This is an optimization exercise on Yosys and OpenROAD, whose aim is small area, a short achievable clock period and few clock cycles per item, not a production implementation.
In this exercise RTL edits were held to simulation tests only and were not proved equivalent to the original.
Power figures rest on the tool's default switching activity, not on a simulated workload.

--- design/flow/constraint.sdc ---
create_clock -name core_clock -period 10.0 [get_ports {clk}]
set_input_delay 2.0000 -clock core_clock [delete_from_list [all_inputs] [get_ports {clk}]]
set_output_delay 2.0000 -clock core_clock [all_outputs]
set_load 0.01 [all_outputs]
--- design/flow/run.sh ---
#!/bin/bash
# synth_recipe.tcl (not shown) runs the flow's synth.tcl, then flattens the netlist and writes it again
# the make line also repeats each setting of config.mk as NAME=value (left out here)
make -C /OpenROAD-flow-scripts/flow DESIGN_CONFIG=/design/flow/config.mk WORK_HOME=/design/flow/orfs CLKGATE_MAP_FILE= SYNTH_SCRIPT=/design/flow/synth_recipe.tcl finish
--- design/flow/design.v ---
package atr_pkg;
	localparam int SMP_W  = 18;
	localparam int TIME_W = 32;
	localparam int BPM_W  = 16;
	localparam int MEAN_W = 8;
	localparam int WIN_INIT   = 7000;
	localparam int MS_PER_MIN = 60000;
	localparam int DELTA_MIN = 236;
	localparam int DELTA_MAX = 2999;
endpackage
module atr_ctrl (
	input  logic        clk,
	input  logic        load,
	input  logic [15:0] d_in,
	input  logic        step,
	output logic [3:0]  pairs,
	output logic [15:0] quo
);
	logic [15:0] d_q, rem_q, dq_q;
	logic [17:0] d3_q;
	logic [2:0]  top;
	logic [15:0] rem_i, dq_i;
	always_comb begin
		top = 3'd0;
		for (int i = 0; i < 8; i++) begin
			if (d_in[2*i +: 2] != 2'b00) top = 3'(i);
		end
	end
	always_comb begin
		case (top)
			3'd7: begin rem_i = 16'(60000 >> 2);  dq_i = 16'(60000 << 14); end
			3'd6: begin rem_i = 16'(60000 >> 4);  dq_i = 16'(60000 << 12); end
			3'd5: begin rem_i = 16'(60000 >> 6);  dq_i = 16'(60000 << 10); end
			3'd4: begin rem_i = 16'(60000 >> 8);  dq_i = 16'(60000 << 8);  end
			3'd3: begin rem_i = 16'(60000 >> 10); dq_i = 16'(60000 << 6);  end
			3'd2: begin rem_i = 16'(60000 >> 12); dq_i = 16'(60000 << 4);  end
			3'd1: begin rem_i = 16'(60000 >> 14); dq_i = 16'(60000 << 2);  end
			default: begin rem_i = 16'd0;         dq_i = 16'(60000);       end
		endcase
	end
	assign pairs = 4'd8 - 4'(top);
	logic [17:0] r4, s1, s2, s3;
	logic        g1, g2, g3;
	logic [1:0]  qd;
	logic [15:0] rn;
	assign r4 = {rem_q, dq_q[15:14]};
	assign s1 = r4 - {2'b0, d_q};
	assign s2 = r4 - {1'b0, d_q, 1'b0};
	assign s3 = r4 - d3_q;
	assign g1 = r4 >= {2'b0, d_q};
	assign g2 = r4 >= {1'b0, d_q, 1'b0};
	assign g3 = r4 >= d3_q;
	always_comb begin
		if (g3)      begin qd = 2'd3; rn = s3[15:0]; end
		else if (g2) begin qd = 2'd2; rn = s2[15:0]; end
		else if (g1) begin qd = 2'd1; rn = s1[15:0]; end
		else         begin qd = 2'd0; rn = r4[15:0]; end
	end
	always_ff @(posedge clk) begin
		if (load) begin
			d_q   <= d_in;
			d3_q  <= {2'b0, d_in} + {1'b0, d_in, 1'b0};
			rem_q <= rem_i;
			dq_q  <= dq_i;
		end else if (step) begin
			rem_q <= rn;
			dq_q  <= {dq_q[13:0], qd};
		end
	end
	assign quo = dq_q;
endmodule
module atr_dp (
	input  logic [24:0] s,
	output logic [15:0] sh,
	output logic [19:0] t
);
	assign sh = s[24:9];
	assign t  = {sh, 3'b0} + {1'b0, sh, 2'b0} + 20'(s[8:0]);
endmodule
module atr_dp2 (
	input  logic [15:0] sh,
	input  logic [19:0] t,
	output logic [15:0] a,
	output logic [13:0] u
);
	assign a = sh + 16'(t[19:9]);
	assign u = {t[19:9], 3'b0} + {1'b0, t[19:9], 2'b0} + 14'(t[8:0]);
endmodule
module atr_dp3 (
	input  logic [15:0] a,
	input  logic [13:0] u,
	output logic [15:0] b,
	output logic [9:0]  v
);
	assign b = a + 16'(u[13:9]);
	assign v = {u[13:9], 3'b0} + {1'b0, u[13:9], 2'b0} + 10'(u[8:0]);
endmodule
module atr_dp4 (
	input  logic [15:0] b,
	input  logic [9:0]  v,
	output logic [17:0] thr
);
	logic [1:0] g;
	always_comb begin
		if      (v >= 10'd800) g = 2'd2;
		else if (v >= 10'd700) g = 2'd1;
		else if (v >= 10'd500) g = 2'd0;
		else if (v >= 10'd400) g = 2'd3;
		else if (v >= 10'd300) g = 2'd2;
		else if (v >= 10'd200) g = 2'd1;
		else                   g = 2'd0;
	end
	assign thr = {b + 16'(v >= 10'd500), g};
endmodule
import atr_pkg::*;
module adaptive_threshold_heart_rate #(
	parameter int WINDOW_DEPTH = 100,
	parameter int RATE_DEPTH   = 4
) (
	input  logic                         clk,
	input  logic                         arst_n,
	input  logic                         in_valid,
	output logic                         in_ready,
	input  logic [atr_pkg::SMP_W-1:0]    ir_sample,
	input  logic [atr_pkg::TIME_W-1:0]   time_ms,
	input  logic                         beat_detected,
	output logic                         out_valid,
	input  logic                         out_ready,
	output logic [atr_pkg::SMP_W-1:0]    threshold,
	output logic                         above_threshold,
	output logic [atr_pkg::BPM_W-1:0]    instant_bpm,
	output logic [atr_pkg::MEAN_W-1:0]   average_bpm,
	output logic [1:0]                   notify
);
	localparam int WD = WINDOW_DEPTH;
	logic fadv_q, wen_q, badv_q;
	logic [17:0] s0;
	logic [18:0] d0;
	logic [19:0] m3s0;
	logic [31:0] t0;
	logic        b0, v0;
	logic [WD*18-1:0] win_q;
	logic [6:0]       fill_q;
	logic             full_q;
	logic [24:0]      sum_q;
	logic [31:0] t1;
	logic        b1, v1, a1;
	logic        above0;
	logic        v2, a2, bt2, n2;
	logic [15:0] sh2;
	logic [19:0] tt2;
	logic        v3, a3, bt3, n3;
	logic [15:0] aa3;
	logic [13:0] uu3;
	logic        v4, a4, bt4, n4;
	logic [15:0] bb4;
	logic [9:0]  vv4;
	logic        v5, a5, bt5, n5;
	logic [17:0] thr5;
	logic        v6, a6, bt6, n6;
	logic [17:0] thr6;
	logic [15:0] sh_w, aa_w, bb_w;
	logic [19:0] tt_w;
	logic [13:0] uu_w;
	logic [9:0]  vv_w;
	logic [17:0] thr_w;
	logic        kv, ka, kbt, kn;
	logic [17:0] kthr;
	logic        ov, o_above;
	logic [17:0] o_thr;
	logic [15:0] o_inst;
	logic [7:0]  o_mean;
	logic [1:0]  o_note;
	logic [31:0] last_q;
	logic        armed_q;
	logic [7:0]  ring0, ring1, ring2, ring3;
	logic [9:0]  tot_q;
	logic        ddv_q, ddc_q, busy_q, divs_q;
	logic [15:0] dd_q;
	logic        ddz_q, ddbig_q;
	logic        dz_q, big_q, rok_q;
	logic [3:0]  cnt_q;
	logic [31:0] delta_w;
	logic [3:0]  pairs_w;
	logic [15:0] quo_w;
	logic        spec_start, abort_w, commit_w, ini_w;
	logic        full_next;
	logic [17:0] old_next;
	assign full_next  = full_q || (wen_q && fill_q == 7'(WD - 1));
	assign old_next   = !full_next ? 18'(WIN_INIT) :
		wen_q ? win_q[(WD-1)*18-1 -: 18] : win_q[WD*18-1 -: 18];
	assign delta_w    = t0 - last_q;
	logic dlo_borrow, ddbig_w;
	assign dlo_borrow = t0[15:0] < last_q[15:0];
	assign ddbig_w    = dlo_borrow ? (t0[31:16] - 16'd1 != last_q[31:16]) : (t0[31:16] != last_q[31:16]);
	assign spec_start = wen_q & b0;
	logic [1:0]  g0;
	logic [26:0] above_sum;
	assign g0        = 2'(-s0[1:0]);
	assign above_sum = {2'b0, sum_q} + {{8{d0[18]}}, d0} + 27'(m3s0)
		- {2'b0, s0, 7'(7'd25 * 7'(g0))};
	assign above0    = above_sum[26];
	assign commit_w = badv_q && v1 && b1 && a1;
	assign abort_w  = badv_q && v1 && b1 && !a1;
	atr_ctrl u_div (
		.clk   (clk),
		.load  (ini_w),
		.d_in  (dd_q),
		.step  (busy_q && cnt_q != 4'd0),
		.pairs (pairs_w),
		.quo   (quo_w)
	);
	atr_dp  u_p1 (.s (sum_q), .sh (sh_w), .t (tt_w));
	atr_dp2 u_p2 (.sh (sh2), .t (tt2), .a (aa_w), .u (uu_w));
	atr_dp3 u_p3 (.a (aa3), .u (uu3), .b (bb_w), .v (vv_w));
	atr_dp4 u_p4 (.b (bb4), .v (vv4), .thr (thr_w));
	logic        h_valid, h_a, h_bt, h_n, h_ready, o_free, load_o;
	logic [17:0] h_thr;
	always_comb begin
		if (kv) begin
			h_valid = 1'b1; h_a = ka; h_bt = kbt; h_n = kn; h_thr = kthr;
		end else begin
			h_valid = badv_q & v6; h_a = a6; h_bt = bt6; h_n = n6; h_thr = thr6;
		end
	end
	assign h_ready = !h_bt || (busy_q && cnt_q == 4'd0);
	assign o_free  = !ov || out_ready;
	assign load_o  = o_free && h_valid && h_ready;
	logic kv_next, busy_next, ddv_next, r1_beat_next, consume_w, r0_v_next, r0_beat_next;
	logic badv_d, fadv_d;
	assign kv_next      = kv ? !load_o : (badv_q && v6 && !load_o);
	assign consume_w    = load_o && h_bt;
	assign ini_w        = ddv_q && (!busy_q || consume_w);
	assign busy_next    = (ini_w && !abort_w) || (busy_q && !consume_w && !(abort_w && divs_q));
	assign ddv_next     = spec_start || (ddv_q && !ini_w && !(abort_w && !ddc_q));
	assign r1_beat_next = wen_q ? b0 : (!badv_q && v1 && b1);
	assign r0_v_next    = fadv_q ? in_valid : v0;
	assign r0_beat_next = fadv_q ? (in_valid && beat_detected) : (v0 && b0);
	assign badv_d       = !kv_next;
	assign fadv_d       = badv_d && !(r0_beat_next && (ddv_next || r1_beat_next));
	always_ff @(posedge clk or negedge arst_n) begin
		if (!arst_n) begin
			fadv_q <= 1'b1;
			wen_q  <= 1'b0;
			badv_q <= 1'b1;
		end else begin
			fadv_q <= fadv_d;
			wen_q  <= fadv_d && r0_v_next;
			badv_q <= badv_d;
		end
	end
	always_ff @(posedge clk) begin
		if (fadv_q && in_valid) begin
			s0 <= ir_sample;
			d0 <= {1'b0, ir_sample} - {1'b0, old_next};
			m3s0 <= {1'b0, ir_sample, 1'b0} + {2'b0, ir_sample};
			t0 <= time_ms;
			b0 <= beat_detected;
		end
	end
	always_ff @(posedge clk or negedge arst_n) begin
		if (!arst_n) v0 <= 1'b0;
		else if (fadv_q) v0 <= in_valid;
	end
	always_ff @(posedge clk) begin
		if (wen_q) win_q <= {win_q[(WD-1)*18-1:0], s0};
	end
	always_ff @(posedge clk or negedge arst_n) begin
		if (!arst_n) begin
			fill_q <= '0;
			full_q <= 1'b0;
			sum_q  <= 25'(WIN_INIT * WD);
		end else if (wen_q) begin
			sum_q <= sum_q + {{6{d0[18]}}, d0};
			if (!full_q) fill_q <= fill_q + 7'd1;
			if (fill_q == 7'(WD - 1)) full_q <= 1'b1;
		end
	end
	always_ff @(posedge clk) begin
		if (badv_q) begin
			a1 <= above0;
			t1 <= t0;
			b1 <= b0;
		end
	end
	always_ff @(posedge clk or negedge arst_n) begin
		if (!arst_n) begin
			armed_q <= 1'b1;
			last_q  <= '0;
		end else begin
			if (badv_q && v1 && !a1) armed_q <= 1'b0;
			if (commit_w) last_q <= t1;
		end
	end
	always_ff @(posedge clk) begin
		if (badv_q) begin
			a2 <= a1; bt2 <= b1 & a1; n2 <= !a1 & armed_q; sh2 <= sh_w; tt2 <= tt_w;
			a3 <= a2; bt3 <= bt2; n3 <= n2; aa3 <= aa_w; uu3 <= uu_w;
			a4 <= a3; bt4 <= bt3; n4 <= n3; bb4 <= bb_w; vv4 <= vv_w;
			a5 <= a4; bt5 <= bt4; n5 <= n4; thr5 <= thr_w;
			a6 <= a5; bt6 <= bt5; n6 <= n5; thr6 <= thr5;
		end
	end
	always_ff @(posedge clk or negedge arst_n) begin
		if (!arst_n) begin
			v1 <= 1'b0; v2 <= 1'b0; v3 <= 1'b0; v4 <= 1'b0; v5 <= 1'b0; v6 <= 1'b0;
		end else if (badv_q) begin
			v1 <= wen_q; v2 <= v1; v3 <= v2; v4 <= v3; v5 <= v4; v6 <= v5;
		end
	end
	always_ff @(posedge clk or negedge arst_n) begin
		if (!arst_n) begin
			busy_q <= 1'b0;
			divs_q <= 1'b0;
			ddv_q  <= 1'b0;
			ddc_q  <= 1'b0;
			cnt_q  <= '0;
		end else begin
			busy_q <= busy_next;
			ddv_q  <= ddv_next;
			if (spec_start) ddc_q <= 1'b0;
			else if (commit_w) ddc_q <= 1'b1;
			if (ini_w) divs_q <= !ddc_q && !commit_w;
			else if (commit_w) divs_q <= 1'b0;
			if (ini_w) cnt_q <= (ddz_q || ddbig_q) ? 4'd0 : pairs_w;
			else if (busy_q && cnt_q != 4'd0) cnt_q <= cnt_q - 4'd1;
		end
	end
	always_ff @(posedge clk) begin
		if (spec_start) begin
			dd_q    <= delta_w[15:0];
			ddz_q   <= t0 == last_q;
			ddbig_q <= ddbig_w;
		end
		if (ini_w) begin
			dz_q  <= ddz_q;
			big_q <= ddbig_q;
			rok_q <= !ddbig_q && dd_q >= 16'(DELTA_MIN) && dd_q <= 16'(DELTA_MAX);
		end
	end
	always_ff @(posedge clk or negedge arst_n) begin
		if (!arst_n) kv <= 1'b0;
		else kv <= kv_next;
	end
	always_ff @(posedge clk) begin
		if (!kv) begin
			ka <= a6; kbt <= bt6; kn <= n6; kthr <= thr6;
		end
	end
	logic [7:0] q8;
	logic [9:0] tot_new;
	assign q8      = quo_w[7:0];
	assign tot_new = tot_q - 10'(ring3) + 10'(q8);
	always_ff @(posedge clk or negedge arst_n) begin
		if (!arst_n) begin
			ov     <= 1'b0;
			o_inst <= '0;
			o_mean <= '0;
			ring0  <= '0; ring1 <= '0; ring2 <= '0; ring3 <= '0;
			tot_q  <= '0;
		end else begin
			ov <= load_o || (ov && !out_ready);
			if (load_o) begin
				if (!h_a) begin
					o_inst <= '0;
					o_mean <= '0;
				end else if (h_bt) begin
					o_inst <= dz_q ? 16'hffff : big_q ? 16'd0 : quo_w;
					if (rok_q) begin
						ring0 <= q8; ring1 <= ring0; ring2 <= ring1; ring3 <= ring2;
						tot_q  <= tot_new;
						o_mean <= tot_new[9:2];
					end
				end
			end
		end
	end
	always_ff @(posedge clk) begin
		if (load_o) begin
			o_thr   <= h_thr;
			o_above <= h_a;
			o_note  <= !h_a ? (h_n ? 2'd2 : 2'd0) : (h_bt && rok_q) ? 2'd1 : 2'd0;
		end
	end
	assign in_ready        = fadv_q;
	assign out_valid       = ov;
	assign threshold       = o_thr;
	assign above_threshold = o_above;
	assign instant_bpm     = o_inst;
	assign average_bpm     = o_mean;
	assign notify          = o_note;
endmodule
--- design/flow/config.mk ---
export PLATFORM = sky130hd
export DESIGN_NAME = adaptive_threshold_heart_rate
export DESIGN_NICKNAME = adaptive_threshold_heart_rate
export VERILOG_FILES = /design/flow/design.v
export SDC_FILE = /design/flow/constraint.sdc
export NUM_CORES = 4
export LEC_CHECK = 0
export CAP_MARGIN = 20
export CORE_MARGIN = 2
export CORE_UTILIZATION = 60
export CTS_CLUSTER_DIAMETER = 70
export CTS_CLUSTER_SIZE = 30
export PLACE_DENSITY = 0.7
export SETUP_SLACK_MARGIN = 5
export SLEW_MARGIN = 20
==> results of run 1 <==
## cell families after synthesis
family	after synthesis
flip-flops	2340
AND/OR/NAND/NOR	703
AO/OA/AOI/OAI	573
adder cells (fa/ha/maj)	355
buffers and inverters	351
XOR/XNOR	200
multiplexers	92
## worst max path at each step
| stage | start | end | slack, ns | cells past startpoint |
|---|---|---|---|---|
| 2_1_floorplan | wen_q | d0[18] | -4.95 | 16 |
| 3_3_place_gp | ir_sample[1] | m3s0[19] | 4.72 | 13 |
| 3_5_place_dp | out_ready | u_div.rem_q[3] | 4.66 | 10 |
| 4_1_cts | out_ready | u_div.rem_q[3] | 5.50 | 10 |
| 5_1_grt | s0[1] | a1 | 5.22 | 15 |
| 6_report | ir_sample[1] | m3s0[19] | 5.39 | 13 |
## per-stage QoR
| step | power (mW) | std cells | hold WS, ns |
|---|---|---|---|
| finish | 28.4 | 6802 | 0.409 |
| global route | 30.2 | 6802 | 0.410 |
| global placement | 22.7 | 6592 | 0.400 |
| floorplan | 21.8 | 4614 | 0.400 |
| detailed placement | 22.9 | 6593 | 0.405 |
| CTS | 28.7 | 6801 | 0.412 |
## worst max-delay path, cell delays in order
cell and delay [ns]:
clkdlybuf4s50_1 0.52, ha_1 0.28, inv_1 0.08, fa_1 0.21, nor2b_1 0.06, o21ai_1 0.22, a31oi_1 0.19, o31ai_1 0.61
o21ai_1 0.21, o311a_1 0.34, o21ai_1 0.13, nand2b_1 0.10, a21o_1 0.19
## synthesized netlist by cell type (all sizes together) (22+ instances only)
master | number | area (sq um)
inv | 307 | 1150
a21oi | 151 | 756
a211oi | 23 | 185
mux2 | 77 | 867
nor2b | 52 | 325
nand4 | 26 | 163
xnor2 | 129 | 1130
nand2 | 256 | 961
edfxtp | 2167 | 65100
nand3 | 36 | 180
a21boi | 22 | 165
ha | 280 | 3500
a21o | 73 | 549
nor2 | 139 | 522
a31oi | 25 | 156
fa | 75 | 1500
xor2 | 71 | 622
clkbuf | 32 | 120
o21ai | 145 | 737
nor3 | 55 | 280
dfrtp | 140 | 3500
## registers in the layout (all words and copies together), names as in the netlist, 18 cells and up
name,flops
thr6,18
thr5,18
t1,32
sum_q,25
win_q,1800
m3s0,19
t0,32
u_div.d3_q,18
d0,19
tt2,18
o_thr,18
last_q,32
kthr,18
s0,18
## layer usage
layer / part of all wire (%) / vias up
met1: 47 / 18900
li1: - / 17700
met2: 47 / 541
met3: 3.2 / 178
met5: 0.051 / -
met4: 2.5 / 10
## layout make-up
| type | instances | area [sq um] | area share (%) |
|---|---|---|---|
| diodes | 1 | 2.50 | 0.00268 |
| well taps | 1890 | 2360 | 2.54 |
| multi-input cells | 1923 | 14900 | 16.0 |
| clock inverters | 81 | 1220 | 1.30 |
| inverters | 308 | 1160 | 1.24 |
| flip-flops and latches | 2340 | 69300 | 74.4 |
| repair buffers | 132 | 1290 | 1.38 |
| clock buffers | 127 | 2980 | 3.19 |
## power by group
part,switching (mW),internal (mW)
logic,4.62,2.99
clock network,3.22,2.49
registers,1.07,14.0
## placed cells by master (no fill, tap or decap), types with 10 or more instances in the layout
| master | instances |
|---|---|
| a31oi_1 | 25 |
| nand4_1 | 26 |
| and3_1 | 19 |
| clkinv_8 | 12 |
| dfstp_2 | 11 |
| inv_1 | 307 |
| nand2_1 | 256 |
| o21a_1 | 18 |
| a21oi_1 | 151 |
| inv_16 | 13 |
| a21o_1 | 72 |
| clkdlybuf4s50_1 | 100 |
| o31ai_1 | 10 |
| nand2b_1 | 21 |
| edfxtp_1 | 2167 |
| a211oi_1 | 22 |
| or3_1 | 13 |
| dfxtp_1 | 21 |
| nor3_1 | 54 |
| mux2_2 | 77 |
| a211o_1 | 11 |
| nor2_1 | 137 |
| mux2i_1 | 15 |
| nor2b_1 | 51 |
| dfrtp_1 | 139 |
| clkbuf_16 | 117 |
| ha_1 | 279 |
| buf_4 | 27 |
| or2_2 | 20 |
| xnor2_1 | 129 |
| nand3_1 | 36 |
| and2_1 | 13 |
| o21ai_1 | 11 |
| nor4_1 | 10 |
| o21bai_1 | 15 |
| fa_1 | 74 |
| o21ai_0 | 131 |
| a21boi_0 | 19 |
| xor2_1 | 71 |
==> flow_metrics.tcl, run 1 <==
set metrics [dict create \
    reg2reg_to "win_q[52]" \
    place_ws_ns 4.66 \
    r2r_slack_ns 5.61 \
    synth_warnings 3 \
    period_share_pct 46.1 \
    design.core.area_sq_mm 0.142 \
    portBuffers 101 \
    critPathLaunchType "primary input" \
    drive_gt1_share_pct 7.49 \
    synth_xor_area_share_pct 2.05 \
    cp_max_fo 5 \
    nFillCells 9416 \
    max_freq_mhz 217 \
    synthSimpleGateAreaFrac_pct 3.98 \
    synth_compound_area_share_pct 4.32 \
    clock_sinks 2340 \
    timing.reg2reg.worst_path_depth 4 \
    grt_use_met3_pct 2.55 \
    cts-resized-gates 0 \
    die_w_um 382 \
    r2r_start "wen_q" \
    antenna_found_initial 10 \
    wl_per_cell_um 19.1 \
    cts_tree "built" \
    root_buffer "clkbuf_16" \
    finalMaxSlewViolations 0 \
    gr-usage-met1_pct 26.6 \
    synthMuxAreaShare_pct 1.19 \
    setup_viol 0 \
    final_nets 5231 \
    clock_path_buffers 3 \
    grt.busiest_layer "met2" \
    required_ns 10.53 \
    synth_top_family_by_area "adder cells" \
    use_met2_pct 27.9 \
    netlist_area_sq_mm 0.0855 \
    leakagePower_nw 30.3 \
    synthArstFlopShare_pct 6.50 \
    ys_types 88 \
    worst-slew-pin-transition_ns 1.17 \
    ant_nets 0 \
    grt_pass1_wl_mm 202 \
    grt_util_all_layers_pct 17.8 \
    die_h_um 382 \
    hp-start "win_q[1247]" \
    ios 102 \
    holdPathEnd "win_q[1265]" \
    numCtsBuffers 116 \
    hold_path_class "reg2reg" \
    ctsHtreeMaxLevel 3 \
    cts_setup_buffers 0 \
    post-route-cell-area_sq_mm 0.0932 \
    setup_tns_ns 0 \
    drtPass1Iterations 6 \
    hold_depth 0 \
    area_growth_pct 8.99 \
    rsz0062_at_grt "false" \
    max_slew_margin_pct 21.8 \
    syn_inst 4614 \
    vias 37300 \
    crit_path_end_kind "flip-flop" \
    dp_hpwl_mm 80.4 \
    status "finished clean" \
    final_util_pct 65.8 \
    placed_area_sq_mm 0.0890 \
    avgSynthCellArea_sq_um 18.5 \
    grt.overflow.total 0 \
    power_density_mw_per_mm2 304 \
    dieArea_sq_mm 0.146 \
    clk_pin_slew_worst_paths_ns 0.10 \
    ys.flop_type "edfxtp_1" \
    first_iter_violations 2899 \
    period_needed_ns 4.61 \
    route.detailed.drc 0 \
    hold_violations 0 \
    vias_per_cell 5.49 \
    cp_data_arrival_time_ns 5.15 \
    clk_latency_ns 0.76 \
    drv_cap 0 \
    ys_seq_area_share_pct 81.0 \
    finClkSkew_ns 0.0276 \
    fin_ws_ns 5.39 \
    ctsHoldBuffers 0 \
    start_util_pct 60.4 \
    grt_pass1_vias 36100 \
    crit_type "in2reg" \
    wirelength_mm 130 \
    synth_seq_cells 2340 \
    grt_max_degree 204 \
    place_congestion 0.877 \
    irDropWorstVdd_mv 0.280 \
    syn_nets 5024 \
    synth_edf_count 2167 \
    synth-adder-area-share_pct 5.85 \
    rows 138 \
]
Testbench counts, summed over its fixed seeds: cycles 4,953, items 4,800.
==> run 2: changes to the inputs <==
==> design/flow/flow/run.sh (new file) <==
#!/bin/bash
# Standard ORFS layout, with the timing repair steps aiming at a 3.4 ns period instead of the
# 10 ns clock (setup margin 6.6 ns). The clock, constraints and every other step are the standard ones.
set -euo pipefail
bash standard.sh SETUP_SLACK_MARGIN=6.6 finish > make_finish.log 2>&1
==> design/flow/standard.sh (new file) <==
#!/bin/bash
# synth_recipe.tcl (not shown) runs the flow's synth.tcl, then flattens the netlist and writes it again
# the make line also repeats each setting of config.mk as NAME=value (left out here)
make -C /OpenROAD-flow-scripts/flow DESIGN_CONFIG=/design/flow/config.mk WORK_HOME=/design/flow/orfs CLKGATE_MAP_FILE= SYNTH_SCRIPT=/design/flow/synth_recipe.tcl "${@:-finish}"
--- a/design/flow/config.mk
+++ b/design/flow/config.mk
@@ -7,9 +7,5 @@
 export LEC_CHECK = 0
 export CAP_MARGIN = 20
 export CORE_MARGIN = 2
-export CORE_UTILIZATION = 60
-export CTS_CLUSTER_DIAMETER = 70
-export CTS_CLUSTER_SIZE = 30
-export PLACE_DENSITY = 0.7
-export SETUP_SLACK_MARGIN = 5
+export CORE_UTILIZATION = 40
 export SLEW_MARGIN = 20
removed: design/flow/run.sh
==> flow_metrics.tcl, run 2 <==
set metrics [dict create \
    ant_nets 0 \
    clk_pin_slew_worst_paths_ns 0.06 \
    wirelength_mm 142 \
    syn_nets 5024 \
    leakagePower_nw 32.9 \
    antenna_found_initial 11 \
    largest_reg_flops 1800 \
    grt_max_degree 207 \
    synth_seq_cells 2340 \
    hold_violations 0 \
    dieArea_sq_mm 0.218 \
    power_density_mw_per_mm2 323 \
    met3_length_mm 6.46 \
    crit_type "reg2out" \
    drive_gt1_share_pct 15.2 \
    status "finished clean" \
    vias_per_cell 4.81 \
    start_util_pct 40.3 \
    required_ns 8.00 \
    period_share_pct 37.1 \
    ios 102 \
    period_needed_ns 3.71 \
    avgSynthCellArea_sq_um 18.5 \
    cpPeakStageDelay_ns 0.70 \
    die_h_um 466 \
    wl_met1_mm 69.8 \
    cp_max_fo 7 \
    syn_inst 4614 \
    cpMaxStageDelayCell "dfstp_2" \
    clock_sinks 2340 \
    wl_met2_mm 62.2 \
    rsz0062_at_grt "true" \
    worst-slew-pin-transition_ns 1.07 \
    synth.top_cell.area_share_pct 76.1 \
    critical_path.top_delay_family "flip-flops" \
    ctsHoldBuffers 0 \
    rows 169 \
    design.core.area_sq_mm 0.212 \
    ys_types 88 \
    ys.flop_type "edfxtp_1" \
    cp_data_arrival_time_ns 1.71 \
    synthTopCellsByCount "edfxtp_1, inv_1, ha_1, nand2_1, a21oi_1" \
    finClkSkew_ns 0.0470 \
    drtPass1Iterations 6 \
    irDropWorstVdd_mv 0.236 \
    final_cell_mix "edfxtp_1, inv_1, ha_1" \
    vias 38800 \
    ys_top_cells_by_area "edfxtp_1, dfrtp_1, ha_1" \
    fin_total_pwr_mw 32.2 \
    synthArstFlopShare_pct 6.50 \
    grt_pass1_wl_mm 219 \
    grt.overflow.total 0 \
    place_ws_ns 4.52 \
    hold_path_class "reg2reg" \
    cts_tree "built" \
    clk_latency_ns 0.85 \
    setup_tns_ns 0 \
    dp_hpwl_mm 82.4 \
    portBuffers 101 \
    timing.hold.ws_ns 0.372 \
    synth_top_area_cell "edfxtp_1" \
    drv_cap 0 \
    crit_path_end_kind "output pin" \
    root_buffer "clkbuf_16" \
    place_congestion 0.827 \
    fin_ws_ns 6.29 \
    grt_util_all_layers_pct 12.8 \
    final_nets 5452 \
    final_common_cell "edfxtp_1" \
    first_iter_violations 3033 \
    ctsHtreeMaxLevel 4 \
    setup_viol 0 \
    numCtsBuffers 229 \
    ys_seq_area_share_pct 81.0 \
    highest_layer "met5" \
    max_freq_mhz 270 \
    die_w_um 466 \
    grt_pass1_vias 38500 \
    route.detailed.drc 0 \
    worst-path-buf-inv 1 \
    yosysMostFrequentCell "edfxtp_1" \
    crit_chain "buf_6" \
    finalMaxSlewViolations 0 \
    max_slew_margin_pct 28.6 \
    wl_per_cell_um 17.6 \
    clock_path_buffers 3 \
    critPathLaunchType "flip-flop" \
    netlist_area_sq_mm 0.0855 \
    area_growth_pct 16.6 \
    synth_warnings 3 \
    regMostFlops "win_q" \
    synth_edf_count 2167 \
]
-- run 2: cell counts after synthesis --
Identical to the previous run, type by type.
-- run 2: cell type report --
type                       instances  area, sq um
timing repair buffer             237         2250
tap                             2821         3530
fill                           17800       113000
inverter                         308         1170
multi-input combinational       1926        15500
antenna                            5         12.5
clock buffer                     278         6100
clock inverter                   156         1840
sequential                      2340        69300
-- run 2: power by group --
group,internal (mW),switching [mW]
clock network,5.24,3.64
logic,3.36,4.95
registers,14.0,1.03
total,22.6,9.62
-- run 2: through the flow --
stage / area (sq um) / utilization (%) / std cells
2_1_floorplan: 85600 / - / 4614
3_3_place_gp: 90200 / 42.5 / 7521
3_5_place_dp: 90200 / 42.5 / 7522
4_1_cts: 99000 / 46.6 / 8023
5_1_grt: 99700 / 47.0 / 8068
6_report: 99700 / 47.0 / 8071
-- run 2: per-layer routing --
| layer | track usage, % | up-vias |
|---|---|---|
| met2 | 18.6 | 644 |
| met1 | 19.0 | 19600 |
| met3 | 2.82 | 232 |
| met4 | 4.06 | 10 |
| met5 | 0 | - |
| li1 | - | 18300 |
-- run 2: repair_timing --
action                                   CTS  global route
resized for setup                        349            88
endpoints found under the setup margin  1092           255
gates cloned                               4             4
buffers inserted                          63            38
pin swaps                                 43            51
-- run 2: final timing paths --
| check | from | to | slack [ns] | cells past startpoint |
|---|---|---|---|---|
| max in group asynchronous | arst_n | wen_q | 7.19 | 2 |
| max reg2reg | s0[1] | a1 | 6.33 | 15 |
| min | win_q[1649] | win_q[1667] | 0.37 | 0 |
| max | fadv_q | in_ready | 6.29 | 1 |
| min reg2reg | win_q[1649] | win_q[1667] | 0.37 | 0 |
| min in group asynchronous | arst_n | o_inst[12] | 1.22 | 1 |
-- run 2: logic make-up after synthesis --
group	share of synthesized area (%)
compound gates	4.32
flops	81.0
buf+inv	1.58
fa+ha+maj	5.85
simple gates	3.98
xor+xnor	2.05
mux	1.19

[afterwards: timing with drivers on the ports]
In the flow no input, the clock included, has a driving cell. The finished layouts below were timed again as built, in two steps.
Step 1 assumes that a clkbuf_16 drives the clock port and a buf_2 every other input.
Step 2 times the ports against the registers' clock, not the clock port: input delays grow and output delays shrink by t, the midpoint of the rising clock arrivals with the driver on.
Slacks: ideal ports / drivers / drivers and shift; pairs: ideal ports / drivers.
| run | t (ns) | slack for setup (ns) | pins driven straight from the clock port |
|---|---|---|---|
| run 1 | 0.822 | 5.385 / 5.357 / 4.536 | 1 |
| run 2 | 0.915 | 6.292 / 6.208 / 5.605 | 1 |
After both steps every run listed still meets setup and hold. For run 1, which loses most, drivers alone change the setup slack by -0.028 ns; drivers and shift together by -0.849 ns.
